From an optimization exercise on the open Yosys and OpenROAD flow, aimed at small area, a short achievable clock period and few clock cycles per item; shortcuts taken in it are not production practice. At most, simulation tests tie the RTL to the original design; equivalence was not proved.

==> flow/design.v <==
module enigma_top (
  input  logic         clk,
  input  logic         reset_n,
  input  logic         set,
  input  logic         en,
  input  logic         valid,
  input  logic         dec,
  input  logic [7:0]   din,
  input  logic [31:0]  first_offset,
  input  logic [31:0]  second_offset,
  input  logic [31:0]  third_offset,
  input  logic [31:0]  first_delay,
  input  logic [31:0]  second_delay,
  input  logic [31:0]  third_delay,
  input  logic [207:0] first_idx_in,
  input  logic [207:0] second_idx_in,
  input  logic [207:0] third_idx_in,
  input  logic [207:0] reflector_idx_in,
  output logic [7:0]   dout,
  output logic         done
);
  typedef logic [129:0] tbl_t;
  function automatic logic [9:0] fold26(input logic [31:0] v);
    logic [7:0] pa, pb;
    logic [8:0] t;
    pa = 8'(v[6:1]) + 8'(v[18:13]) + 8'(v[30:25]);
    pb = 8'(v[12:7]) + 8'(v[24:19]) + 8'(v[31]);
    t = 9'(pa) + 9'd130 - 9'(pb);
    fold26 = {t, v[0]};
  endfunction
  function automatic logic [4:0] red26(input logic [9:0] f);
    logic [6:0] u;
    logic [3:0] r;
    u = 7'd13 + 7'(f[6:1]) - 7'(f[9:7]);
    r = 4'(u % 7'd13);
    red26 = {r, f[0]};
  endfunction
  function automatic logic [4:0] turn(input logic [4:0] a, input logic [4:0] b);
    logic [4:0] d;
    d = (a >= b) ? 5'(a - b) : 5'(a + 5'd26 - b);
    turn = (d > 5'd13) ? 5'(d - 5'd26) : d;
  endfunction
  function automatic logic [4:0] inc_r(input logic [4:0] a);   
    inc_r = (a == 5'd26) ? 5'd1 : 5'(a + 5'd1);
  endfunction
  function automatic logic [4:0] dec_r(input logic [4:0] a);   
    dec_r = (a == 5'd1) ? 5'd26 : 5'(a - 5'd1);
  endfunction
  function automatic logic [25:0] dcd(input logic [4:0] a);
    logic [25:0] h;
    for (int j = 0; j < 26; j++) h[j] = (a == 5'(j)) || (j == 0 && a == 5'd26);
    dcd = h;
  endfunction
  function automatic logic [4:0] sel(input tbl_t t, input logic [25:0] h);
    logic [4:0] r;
    r = '0;
    for (int j = 0; j < 26; j++) r = r | (t[5*j +: 5] & {5{h[j]}});
    sel = r;
  endfunction
  function automatic logic [25:0] hrot(input logic [25:0] h, input logic up);
    hrot = up ? {h[0], h[25:1]} : {h[24:0], h[25]};
  endfunction
  function automatic logic [4:0] srch(input tbl_t t, input logic [4:0] v);
    logic [4:0] r;
    r = '0;
    for (int j = 0; j < 26; j++)
      if (t[5*j +: 5] == v) r = r | ((j == 0) ? 5'd26 : 5'(j));
    srch = r;
  endfunction
  function automatic logic [25:0] mtch(input tbl_t t, input logic [4:0] v);
    logic [25:0] m;
    for (int j = 0; j < 26; j++) m[j] = (t[5*j +: 5] == v);
    mtch = m;
  endfunction
  function automatic logic [4:0] enc(input logic [25:0] m);
    logic [4:0] r;
    r = '0;
    for (int j = 0; j < 26; j++) r = r | ({5{m[j]}} & ((j == 0) ? 5'd26 : 5'(j)));
    enc = r;
  endfunction
  function automatic tbl_t rot(input tbl_t t, input logic up);
    tbl_t r;
    for (int i = 0; i < 26; i++)
      r[5*i +: 5] = up ? t[5*((i + 1) % 26) +: 5] : t[5*((i + 25) % 26) +: 5];
    rot = r;
  endfunction
  function automatic tbl_t rot_r(input tbl_t t, input logic up);
    tbl_t r;
    for (int i = 0; i < 26; i++)
      r[5*i +: 5] = up ? dec_r(t[5*((i + 1) % 26) +: 5]) : inc_r(t[5*((i + 25) % 26) +: 5]);
    rot_r = r;
  endfunction
  function automatic tbl_t load(input logic [207:0] v);
    tbl_t r;
    for (int i = 0; i < 26; i++) r[5*i +: 5] = v[8*((i + 25) % 26) +: 5];
    load = r;
  endfunction
  logic        busy_q, wait_q, done_q, init1_q, init2_q;
  logic [25:0] res_q;                     
  logic        nl_q;                      
  logic [7:0]  dnl_q;
  logic [7:0]  din_q;
  logic        letter_q, dec_q;
  logic [4:0]  mid_q;                     
  logic [9:0]  f1_q, f2_q, f3_q;           
  logic [4:0]  pend_q [4];                 
  logic [31:0] n1_q, n2_q, n3_q;           
  logic [31:0] d1_q, d2_q, d3_q;           
  tbl_t        s1_q, s2_q, s3_q, sr_q;
  logic z1, z2, z3;    
  logic t1, t2, t3;    
  assign z1 = (n1_q == 32'd1);
  assign z2 = (n2_q == 32'd1);
  assign z3 = (n3_q == 32'd1);
  assign t1 = (n1_q == d1_q);
  assign t2 = (n2_q == d2_q);
  assign t3 = (n3_q == d3_q);
  logic aligned;
  assign aligned = !init1_q && !init2_q && (pend_q[0] == '0) && (pend_q[1] == '0) &&
                   (pend_q[2] == '0) && (pend_q[3] == '0);
  logic letter_in, accept, go_in, go_wait, finish, step, undo;
  assign letter_in = (din >= 8'd65) && (din <= 8'd90);
  assign accept  = !busy_q && !wait_q && valid && en;
  assign go_in   = accept && aligned;
  assign go_wait = wait_q && aligned;
  assign finish  = busy_q;
  assign undo    = accept && dec;
  assign step    = finish && (letter_q != dec_q);
  logic [3:0] st_turn, un_turn;
  assign st_turn = {t1 && t2 && t3, t1 && t2 && !t3, t1 && !t2, t1};
  assign un_turn = {z1 && z2 && z3, z1 && z2 && !z3, z1 && !z2, z1};
  logic [4:0] v1, v2, v3, r4, m3, m2;
  logic [25:0] mh1;
  logic       u1, u2;
  assign u1 = !wait_q && dec && un_turn[0];
  assign u2 = !wait_q && dec && un_turn[1];
  logic [25:0] h1, h2;
  assign h1 = dcd(din[4:0]);
  assign v1 = sel(s1_q, wait_q ? dcd(din_q[4:0]) : u1 ? hrot(h1, 1'b1) : h1);
  assign h2 = dcd(v1);
  assign v2 = sel(s2_q, u2 ? hrot(h2, 1'b0) : h2);
  assign v3  = sel(s3_q, dcd(mid_q));
  assign r4 = sel(sr_q, dcd(v3));
  assign m3 = srch(s3_q, r4);
  assign m2 = srch(s2_q, m3);
  assign mh1 = mtch(s1_q, m2);
  logic [2:0] lvl;       
  logic [31:0] cx, cy;
  always_comb begin
    if (busy_q) lvl = {t1 && t2 && !t3, t1 && !t2, !t1};
    else        lvl = {z1 && z2 && !z3, z1 && !z2, !z1};
    cx = lvl[0] ? n1_q : lvl[1] ? n2_q : n3_q;
    begin
      logic c;
      c = 1'b1;
      for (int i = 0; i < 32; i++) begin
        cy[i] = cx[i] ^ c;
        c = c & (cx[i] ^ !busy_q);
      end
    end
  end
  logic [4:0] p1, p2, p3;
  assign p1 = f1_q[4:0];
  assign p2 = f2_q[4:0];
  assign p3 = f3_q[4:0];
  logic [4:0] pend_cur [4];
  logic [4:0] pend_base [4];
  logic [4:0] pend_d [4];
  always_comb begin
    if (init2_q) begin
      pend_cur[0] = 5'(turn(p1, 5'd0) + pend_q[0]);
      pend_cur[1] = 5'(turn(p2, p1) + pend_q[1]);
      pend_cur[2] = 5'(turn(p3, p2) + pend_q[2]);
      pend_cur[3] = 5'(turn(5'd0, p3) + pend_q[3]);
    end else begin
      for (int k = 0; k < 4; k++) pend_cur[k] = pend_q[k];
    end
    for (int k = 0; k < 4; k++)
      pend_base[k] = (init1_q || pend_cur[k] == '0) ? pend_cur[k] :
                     pend_cur[k][4] ? 5'(pend_cur[k] + 5'd1) : 5'(pend_cur[k] - 5'd1);
    for (int k = 0; k < 4; k++) pend_d[k] = pend_base[k];
    if (undo && !aligned) begin
      if (un_turn[0]) pend_d[0] = 5'(pend_base[0] - 5'd1);
      for (int k = 1; k < 4; k++)
        if (un_turn[k]) pend_d[k] = 5'(pend_base[k] + 5'd1);
    end
  end
  logic [3:0] tn, tn_up;
  always_comb begin
    for (int k = 0; k < 4; k++) begin
      tn[k] = 1'b0;
      tn_up[k] = 1'b0;
      if (!init1_q && pend_cur[k] != '0) begin
        tn[k] = 1'b1;
        tn_up[k] = !pend_cur[k][4];
      end
    end
    if (aligned && undo) begin
      tn = un_turn;
      tn_up = {un_turn[3:1], 1'b0};
    end else if (step) begin
      tn = st_turn;
      tn_up = {3'b000, st_turn[0]};
    end
  end
  always_ff @(posedge clk) begin
    if (!wait_q) begin
      din_q    <= din;
      letter_q <= letter_in;
      dec_q    <= dec;
    end
    mid_q <= v2;
    if (reset_n) begin
      busy_q <= 1'b0;
      wait_q <= 1'b0;
      done_q <= 1'b0;
      init1_q <= 1'b0;
      init2_q <= 1'b0;
      res_q <= '0;
      nl_q <= 1'b1;
      dnl_q <= '0;
      for (int k = 0; k < 4; k++) pend_q[k] <= '0;
    end else if (set) begin
      busy_q <= 1'b0;
      wait_q <= 1'b0;
      done_q <= 1'b0;
      init1_q <= 1'b1;
      init2_q <= 1'b0;
      for (int k = 0; k < 4; k++) pend_q[k] <= '0;
      f1_q <= fold26(first_offset);
      f2_q <= fold26(second_offset);
      f3_q <= fold26(third_offset);
      n1_q <= 32'd1;  n2_q <= 32'd1;  n3_q <= 32'd1;
      d1_q <= {first_delay[31:1],  first_delay[0]  | (first_delay  == 32'd0)};
      d2_q <= {second_delay[31:1], second_delay[0] | (second_delay == 32'd0)};
      d3_q <= {third_delay[31:1],  third_delay[0]  | (third_delay  == 32'd0)};
      s1_q <= load(first_idx_in);
      s2_q <= load(second_idx_in);
      s3_q <= load(third_idx_in);
      sr_q <= load(reflector_idx_in);
    end else begin
      busy_q <= go_in || go_wait;
      wait_q <= (wait_q && !aligned) || (accept && !aligned);
      done_q <= finish;
      init1_q <= 1'b0;
      init2_q <= init1_q;
      if (init1_q) begin
        f1_q[4:0] <= red26(f1_q);
        f2_q[4:0] <= red26(f2_q);
        f3_q[4:0] <= red26(f3_q);
      end
      for (int k = 0; k < 4; k++) pend_q[k] <= pend_d[k];
      if (finish) begin
        res_q <= mh1;
        nl_q  <= !letter_q;
        dnl_q <= din_q;
      end
      if (tn[0]) s1_q <= rot(s1_q, tn_up[0]);
      if (tn[1]) s2_q <= rot(s2_q, tn_up[1]);
      if (tn[2]) s3_q <= rot(s3_q, tn_up[2]);
      if (tn[3]) sr_q <= rot_r(sr_q, tn_up[3]);
      if (undo || step) begin
        n1_q <= lvl[0] ? cy : (busy_q ? 32'd1 : d1_q);
        if (!lvl[0]) n2_q <= lvl[1] ? cy : (busy_q ? 32'd1 : d2_q);
        if (!lvl[0] && !lvl[1]) n3_q <= lvl[2] ? cy : (busy_q ? 32'd1 : d3_q);
      end
    end
  end
  assign dout = nl_q ? dnl_q : {3'b010, enc(res_q)};
  assign done = done_q;
endmodule
==> flow/config.mk <==
export PLATFORM = sky130hd
export DESIGN_NAME = enigma_top
export DESIGN_NICKNAME = enigma_top
export VERILOG_FILES = /design/flow/design.v
export SDC_FILE = /design/flow/constraint.sdc
export NUM_CORES = 4
export LEC_CHECK = 0
export CAP_MARGIN = 20
export CORE_MARGIN = 2
export CORE_UTILIZATION = 40
export SLEW_MARGIN = 20
==> flow/constraint.sdc <==
create_clock -name core_clock -period 21.0 [get_ports {clk}]
set_input_delay 4.2000 -clock core_clock [delete_from_list [all_inputs] [get_ports {clk}]]
set_output_delay 4.2000 -clock core_clock [all_outputs]
set_load 0.01 [all_outputs]
standard.sh (not shown) runs the stock make flow with config.mk's settings and CLKGATE_MAP_FILE= SYNTH_SCRIPT=/design/flow/synth_recipe.tcl, a recipe that flattens the netlist after the stock synthesis.
==> flow/flow/run.sh <==
#!/bin/bash
# Standard layout, with plain buf_1 cells as the port buffers and a setup
# margin that makes repair_timing work on the paths that set the period.
set -euo pipefail
bash standard.sh \
  "BUFFER_PORTS_ARGS=-buffer_cell sky130_fd_sc_hd__buf_1" \
  SETUP_SLACK_MARGIN=14 \
  finish > standard_flow.log 2>&1
Edit:
--- a/flow/design.v
+++ b/flow/design.v
@@ -134,11 +134,11 @@
   logic       u1, u2;
   assign u1 = !wait_q && dec && un_turn[0];
   assign u2 = !wait_q && dec && un_turn[1];
   logic [25:0] h1, h2;
   assign h1 = dcd(din[4:0]);
-  assign v1 = sel(s1_q, wait_q ? dcd(din_q[4:0]) : u1 ? hrot(h1, 1'b1) : h1);
+  assign v1 = u1 ? sel(s1_q, hrot(h1, 1'b1)) : sel(s1_q, wait_q ? dcd(din_q[4:0]) : h1);
   assign h2 = dcd(v1);
   assign v2 = sel(s2_q, u2 ? hrot(h2, 1'b0) : h2);
   assign v3  = sel(s3_q, dcd(mid_q));
   assign r4 = sel(sr_q, dcd(v3));
   assign m3 = srch(s3_q, r4);
Synthesized cell count hardly moves.
Design area went up by 4.0%.
Die area stays flat.
First-iteration DRC count went up by 13%.
Wire length went up by 5.2%.
Synthesized area is about the same.
Non-clock buffer count went up by 189.
Register-to-register slack is worse by 0.37 ns.
Flip-flop and latch count stays the same.
Via count went up by 1.8%.
Core utilization went up by 1.9 points.
Testbench counts after the change, summed over its fixed seeds: cycles 72,202, chars 31,512.
The RTL of the first run of this note was laid out without a check of its function.

========
enigma_top, a different RTL version from the one above (not shown whole).
Size: roughly 6800 cells after synthesis, about 1000 I/O pins, roughly 0.062 sq mm of cells after synthesis.
export LEC_CHECK = 0
export CAP_MARGIN = 20
export CORE_MARGIN = 2
export CORE_UTILIZATION = 40
export SLEW_MARGIN = 20
create_clock -name core_clock -period 21.0 [get_ports {clk}]
Scripts as last shown in full above: flow/flow/run.sh
Testbench counts at the start, summed over its fixed seeds: cycles 73,003, chars 31,512.
==> next run, changes <==
--- a/flow/design.v
+++ b/flow/design.v
@@ -81,21 +81,21 @@
   endfunction
   function automatic tbl_t load(input logic [207:0] v);
     tbl_t r;
     for (int i = 0; i < 26; i++) r[5*i +: 5] = v[8*((i + 25) % 26) +: 5];
     load = r;
   endfunction
   logic        busy_q, wait_q, done_q, init1_q, init2_q;
   logic [7:0]  dout_q;
   logic [7:0]  din_q;
   logic        letter_q, dec_q;
-  logic [4:0]  mid_q;
+  logic [25:0] mid_q;                     
   logic [9:0]  f1_q, f2_q, f3_q;           
   logic [4:0]  pend_q [4];                 
   logic [31:0] n1_q, n2_q, n3_q;           
   logic [31:0] d1_q, d2_q, d3_q;           
   tbl_t        s1_q, s2_q, s3_q, sr_q;
   logic z1, z2, z3;    
   logic t1, t2, t3;    
   assign z1 = (n1_q == 32'd1);
   assign z2 = (n2_q == 32'd1);
   assign z3 = (n3_q == 32'd1);
@@ -110,32 +110,31 @@
   assign accept  = !busy_q && !wait_q && valid && en;
   assign go_in   = accept && aligned;
   assign go_wait = wait_q && aligned;
   assign finish  = busy_q;
   assign undo    = accept && dec && letter_in;
   assign step    = finish && letter_q && !dec_q;
   logic [3:0] st_turn, un_turn;
   assign st_turn = {t1 && t2 && t3, t1 && t2 && !t3, t1 && !t2, t1};
   assign un_turn = {z1 && z2 && z3, z1 && z2 && !z3, z1 && !z2, z1};
   logic [4:0] v1, v2, v3, r4, m3, m2, m1;
-  logic       u1, u2, u3;
+  logic       u1, u2;
   assign u1 = !wait_q && dec && un_turn[0];
   assign u2 = !wait_q && dec && un_turn[1];
-  assign u3 = !wait_q && dec && un_turn[2];
   logic [25:0] h1, h2, h3;
   assign h1 = dcd(din[4:0]);
   assign v1 = sel(s1_q, wait_q ? dcd(din_q[4:0]) : u1 ? hrot(h1, 1'b1) : h1);
   assign h2 = dcd(v1);
   assign v2 = sel(s2_q, u2 ? hrot(h2, 1'b0) : h2);
   assign h3 = dcd(v2);
-  assign v3 = sel(s3_q, u3 ? hrot(h3, 1'b0) : h3);
-  assign r4 = sel(sr_q, dcd(mid_q));
+  assign v3  = sel(s3_q, mid_q);
+  assign r4 = sel(sr_q, dcd(v3));
   assign m3 = srch(s3_q, r4);
   assign m2 = srch(s2_q, m3);
   assign m1 = srch(s1_q, m2);
   logic [2:0] lvl;       
   logic [31:0] cx, cy;
   always_comb begin
     if (busy_q) lvl = {t1 && t2 && !t3, t1 && !t2, !t1};
     else        lvl = {z1 && z2 && !z3, z1 && !z2, !z1};
     cx = lvl[0] ? n1_q : lvl[1] ? n2_q : n3_q;
     begin
@@ -144,67 +143,67 @@
       for (int i = 0; i < 32; i++) begin
         cy[i] = cx[i] ^ c;
         c = c & (cx[i] ^ !busy_q);
       end
     end
   end
   logic [4:0] p1, p2, p3;
   assign p1 = f1_q[4:0];
   assign p2 = f2_q[4:0];
   assign p3 = f3_q[4:0];
+  logic [4:0] pend_cur [4];
   logic [4:0] pend_base [4];
   logic [4:0] pend_d [4];
   always_comb begin
-    if (init1_q) begin
-      for (int k = 0; k < 4; k++) pend_base[k] = pend_q[k];
-    end else if (init2_q) begin
-      pend_base[0] = 5'(turn(p1, 5'd0) + pend_q[0]);
-      pend_base[1] = 5'(turn(p2, p1) + pend_q[1]);
-      pend_base[2] = 5'(turn(p3, p2) + pend_q[2]);
-      pend_base[3] = 5'(turn(5'd0, p3) + pend_q[3]);
+    if (init2_q) begin
+      pend_cur[0] = 5'(turn(p1, 5'd0) + pend_q[0]);
+      pend_cur[1] = 5'(turn(p2, p1) + pend_q[1]);
+      pend_cur[2] = 5'(turn(p3, p2) + pend_q[2]);
+      pend_cur[3] = 5'(turn(5'd0, p3) + pend_q[3]);
     end else begin
-      for (int k = 0; k < 4; k++)
-        pend_base[k] = (pend_q[k] == '0) ? '0 :
-                       pend_q[k][4] ? 5'(pend_q[k] + 5'd1) : 5'(pend_q[k] - 5'd1);
-    end
+      for (int k = 0; k < 4; k++) pend_cur[k] = pend_q[k];
+    end
+    for (int k = 0; k < 4; k++)
+      pend_base[k] = (init1_q || pend_cur[k] == '0) ? pend_cur[k] :
+                     pend_cur[k][4] ? 5'(pend_cur[k] + 5'd1) : 5'(pend_cur[k] - 5'd1);
     for (int k = 0; k < 4; k++) pend_d[k] = pend_base[k];
     if (undo && !aligned) begin
       if (un_turn[0]) pend_d[0] = 5'(pend_base[0] - 5'd1);
       for (int k = 1; k < 4; k++)
         if (un_turn[k]) pend_d[k] = 5'(pend_base[k] + 5'd1);
     end
   end
   logic [3:0] tn, tn_up;
   always_comb begin
     for (int k = 0; k < 4; k++) begin
       tn[k] = 1'b0;
       tn_up[k] = 1'b0;
-      if (!init1_q && !init2_q && pend_q[k] != '0) begin
+      if (!init1_q && pend_cur[k] != '0) begin
         tn[k] = 1'b1;
-        tn_up[k] = !pend_q[k][4];
+        tn_up[k] = !pend_cur[k][4];
       end
     end
     if (aligned && undo) begin
       tn = un_turn;
       tn_up = {un_turn[3:1], 1'b0};
     end else if (step) begin
       tn = st_turn;
       tn_up = {3'b000, st_turn[0]};
     end
   end
   always_ff @(posedge clk) begin
     if (!wait_q) begin
       din_q    <= din;
       letter_q <= letter_in;
       dec_q    <= dec;
     end
-    mid_q <= v3;
+    mid_q <= h3;
     if (reset_n) begin
       busy_q <= 1'b0;
       wait_q <= 1'b0;
       done_q <= 1'b0;
       init1_q <= 1'b0;
       init2_q <= 1'b0;
       dout_q <= '0;
       for (int k = 0; k < 4; k++) pend_q[k] <= '0;
     end else if (set) begin
       busy_q <= 1'b0;
=>
- setup slack improved by 0.64 ns
- die area is lower by 1.7%
- clock skew goes up by 0.012 ns
- core utilization rose by 1.6 points
- hold slack improves by 0.0047 ns
- area after synthesis fell by about 1.7%
- global-route usage went up by 1.5 points
- cell count hardly moves
Testbench counts after the change, summed over its fixed seeds: cycles 72,203, chars 31,512.

==> afterwards: timing with drivers on the ports <==
The results above use ideal ports. As a check the final layouts listed here were re-extracted and re-timed, cells and wires unchanged. Step 1 assumes that a clkbuf_16 drives the clock port and a buf_2 every other input. Step 2 moves the port delays by t, midway between the first and last clock arrival at a register: inputs arrive t later, outputs are due t later. That takes back most of the time a late clock gives input paths. a / b / c = ideal ports / drivers / drivers and shift; a / b = the first two.
| run | t, ns | slack for setup (ns) | latest minus earliest clock arrival (ns) | slew at the worst register clock pin (ns) |
|---|---|---|---|---|
| the first run of note 1 | 0.820 | 13.201 / 13.142 / 12.322 | 0.071 / 0.072 | 0.07 / 0.07 |
| the second run of note 1 | 0.795 | 13.576 / 13.576 / 12.996 | 0.085 / 0.085 | 0.07 / 0.07 |
| the first run of note 2 | 0.778 | 12.276 / 12.162 / 11.384 | 0.031 / 0.032 | 0.07 / 0.07 |
| the second run of note 2 | 0.789 | 12.915 / 12.860 / 12.071 | 0.034 / 0.034 | 0.07 / 0.07 |
After both steps every run listed still meets setup and hold. The setup slack of the first run of note 2, which loses most, moves by -0.114 ns with the drivers and by -0.892 ns with both steps.
